Background: an optimization exercise with open tools, aiming at small area, a short achievable clock period and few clock cycles per item. Do not read the settings as production practice. In this exercise RTL edits were held to simulation tests only and were not proved equivalent to the original.

==> run E: inputs <==
==> flow/design.v (excerpt) <==
module fir_symm_tdm (
  input  logic        clk,
  input  logic        rst,
  input  logic        clear,
  input  logic        in_valid,
  output logic        in_ready,
  input  logic [15:0] in_data,
  input  logic        coef_we,
  input  logic [5:0]  coef_addr,
  input  logic [17:0] coef_wdata,
  output logic        out_valid,
  output logic [15:0] out_data,
  output logic        out_sat
);
  logic [6:0] fl_q;
  logic       rdy_q;
  logic       accept, shift;
  logic [4:0] v_q;    
  assign in_ready = rdy_q && !clear && !rst;
  assign accept   = in_valid && in_ready;
  assign shift    = accept || !rdy_q;
  always_ff @(posedge clk or posedge rst) begin
    if (rst) begin
      fl_q  <= 7'd102;
      rdy_q <= 1'b0;
    end else if (clear) begin
      fl_q  <= 7'd102;
      rdy_q <= 1'b0;
    end else if (!rdy_q) begin
      fl_q  <= fl_q - 7'd1;
      rdy_q <= (fl_q == 7'd1);
    end
  end
  always_ff @(posedge clk or posedge rst) begin
    if (rst) begin
      v_q       <= '0;
      out_valid <= 1'b0;
    end else begin
      v_q[0]    <= accept;
  ...
==> flow/config.mk <==
export PLATFORM = sky130hd
export DESIGN_NAME = fir_symm_tdm
export DESIGN_NICKNAME = fir_symm_tdm
export VERILOG_FILES = /design/flow/design.v
export SDC_FILE = /design/flow/constraint.sdc
export NUM_CORES = 4
export LEC_CHECK = 0
export CAP_MARGIN = 20
export CORE_MARGIN = 2
export CORE_UTILIZATION = 35
export SLEW_MARGIN = 20
export SYNTH_HIERARCHICAL = 1
export SYNTH_MINIMUM_KEEP_SIZE = 0
==> flow/constraint.sdc <==
create_clock -name core_clock -period 12.0 [get_ports {clk}]
set_input_delay 2.4000 -clock core_clock [delete_from_list [all_inputs] [get_ports {clk}]]
set_output_delay 2.4000 -clock core_clock [all_outputs]
set_load 0.01 [all_outputs]
run.sh (not shown) runs the stock make flow with config.mk's settings and CLKGATE_MAP_FILE= SYNTH_SCRIPT=/design/flow/synth_recipe.tcl, a recipe that flattens the netlist after the stock synthesis.
==> run H (differences from run E) <==
--- a/flow/design.v
+++ b/flow/design.v
@@ -23,15 +23,15 @@
   output logic        out_valid,
   output logic [15:0] out_data,
   output logic        out_sat
 );
   logic [6:0] fl_q;
   logic       rdy_q;
   logic       accept, shift;
-  logic [4:0] v_q;    
+  logic [3:0] v_q;    
   assign in_ready = rdy_q && !clear && !rst;
   assign accept   = in_valid && in_ready;
   assign shift    = accept || !rdy_q;
   always_ff @(posedge clk or posedge rst) begin
     if (rst) begin
       fl_q  <= 7'd102;
       rdy_q <= 1'b0;
@@ -45,16 +45,16 @@
   end
   always_ff @(posedge clk or posedge rst) begin
     if (rst) begin
       v_q       <= '0;
       out_valid <= 1'b0;
     end else begin
       v_q[0]    <= accept;
-      for (int i = 1; i < 5; i++) v_q[i] <= v_q[i-1] && !clear;
-      out_valid <= v_q[4] && !clear;
+      for (int i = 1; i < 4; i++) v_q[i] <= v_q[i-1] && !clear;
+      out_valid <= v_q[3] && !clear;
     end
   end
   logic [101:0][15:0] x_q;
   logic [50:0][17:0]  c_q;
   always_ff @(posedge clk) begin
     if (shift) x_q <= {x_q[100:0], (rdy_q ? in_data : 16'd0)};
   end
@@ -1179,15 +1179,15 @@
   logic [0:0] s14_38, k14_38;
   assign s14_38[0] = r11_38[0] ^ r11_38[1];
   assign k14_38[0] = r11_38[0] & r11_38[1];
   logic [39:0] sum;
   assign sum = {r11_39[0], s14_38[0], s14_37[0], s14_36[0], s13_35[0], k13_33[0], s13_33[0], k13_31[0], k13_30[0], k14_29[0], s14_29[0], k14_27[0], k14_26[0], k14_25[0], k14_24[0], k14_23[0], k14_22[0], s14_22[0], s14_21[0], k14_19[0], s14_19[0], s14_18[0], k14_16[0], s14_16[0], k14_14[0], s14_14[0], k14_12[0], s14_12[0], s14_11[0], k14_9[0], s14_9[0], s13_8[0], s12_7[0], r11_6[0], r11_5[0], r11_4[0], r11_3[0], r11_2[0], r11_1[0], r11_0[0]}
              + {k14_38[0], k14_37[0], k14_36[0], 1'b0, 1'b0, s12_34[0], k13_32[0], s13_32[0], s13_31[0], s13_30[0], k14_28[0], s14_28[0], s14_27[0], s14_26[0], s14_25[0], s14_24[0], s14_23[0], k14_21[0], k14_20[0], s14_20[0], k14_18[0], k14_17[0], s14_17[0], k14_15[0], s14_15[0], k14_13[0], s14_13[0], k14_11[0], k14_10[0], s14_10[0], 1'b0, 1'b0, 1'b0, 1'b0, 1'b0, 1'b0, 1'b0, 1'b0, 1'b0, r11_0[1]};
   logic [39:16] acc;
-  always_ff @(posedge clk) acc <= sum[39:16];
+  assign acc = sum[39:16];
   logic sat_hi, sat_lo;
   assign sat_hi = !acc[39] && (acc[38:31] != '0);
   assign sat_lo =  acc[39] && (acc[38:31] != '1);
   always_ff @(posedge clk) begin
     out_sat  <= sat_hi || sat_lo;
     out_data <= sat_hi ? 16'h7fff : sat_lo ? 16'h8000 : acc[31:16];
   end
- CORE_UTILIZATION: 35 -> 40
==> results.tsv <==
stage	metric	value	unit
setup_path	r2r-end	r5_34[6]$_DFF_P_	
status	status	timing/DRC/antenna clean	
timing	tightest_slew	1460	ps
routing	drt_pass1_iterations	8	
logic_synthesis	synthTopCellsByCount	fa_1, xnor2_1, a22oi_1, clkbuf_1, edfxtp_1	
placement	dp_slack	5300	ps
finish	buffers	938	
finish	sh_seq_area	22.8	%
setup_path	r2r_setup_slack	6480	ps
routing	met3WireLength	254000	um
finish	nets	50188	
-- figures above: run H

==> results.tsv <==
stage	metric	value	unit
status	failed_checks	antenna violations	
finish	buffers	882	
finish	sh_seq_area	22.6	%
routing	drt_pass1_iterations	9	
routing	ant_nets	1	
timing	tightest_slew	1350	ps
logic_synthesis	synthTopCellsByCount	fa_1, xnor2_1, a22oi_1, clkbuf_1, edfxtp_1	
routing	met3WireLength	251000	um
placement	dp_slack	5660	ps
status	status	finished with violations	
-- figures above: run E

Testbench counts of run E, summed over its fixed seeds: cycles 560, items 512.
Testbench counts of run H, summed over its fixed seeds: cycles 552, items 512.

-- port drivers added, routing unchanged --
How much do the figures lean on ideal ports? The routed layouts below were timed once more, with nothing changed but the port constraints.
Step 1: set_driving_cell puts a clkbuf_16 on clk and a buf_2 on each other input, an assumption about the parent block.
Step 2 times the ports against the registers' clock, not the clock port: input delays grow and output delays shrink by t, the midpoint of the rising clock arrivals with the driver on.
a / b / c = ideal / step 1 / step 2; a / b = the first two.
| run | t (ns) | slack for setup (ns) | worst setup path at the end | worst register clock-pin slew, ns | cell pins on the clock port's net |
|---|---|---|---|---|---|
| run E | 1.333 | 5.658 / 5.638 / 5.057 | input to register | 0.08 / 0.08 | 1 |
| run H | 1.300 | 5.687 / 5.665 / 5.186 | input to register | 0.08 / 0.08 | 1 |
For run E, which loses most, drivers alone change the setup slack by -0.020 ns; drivers and shift together by -0.601 ns.
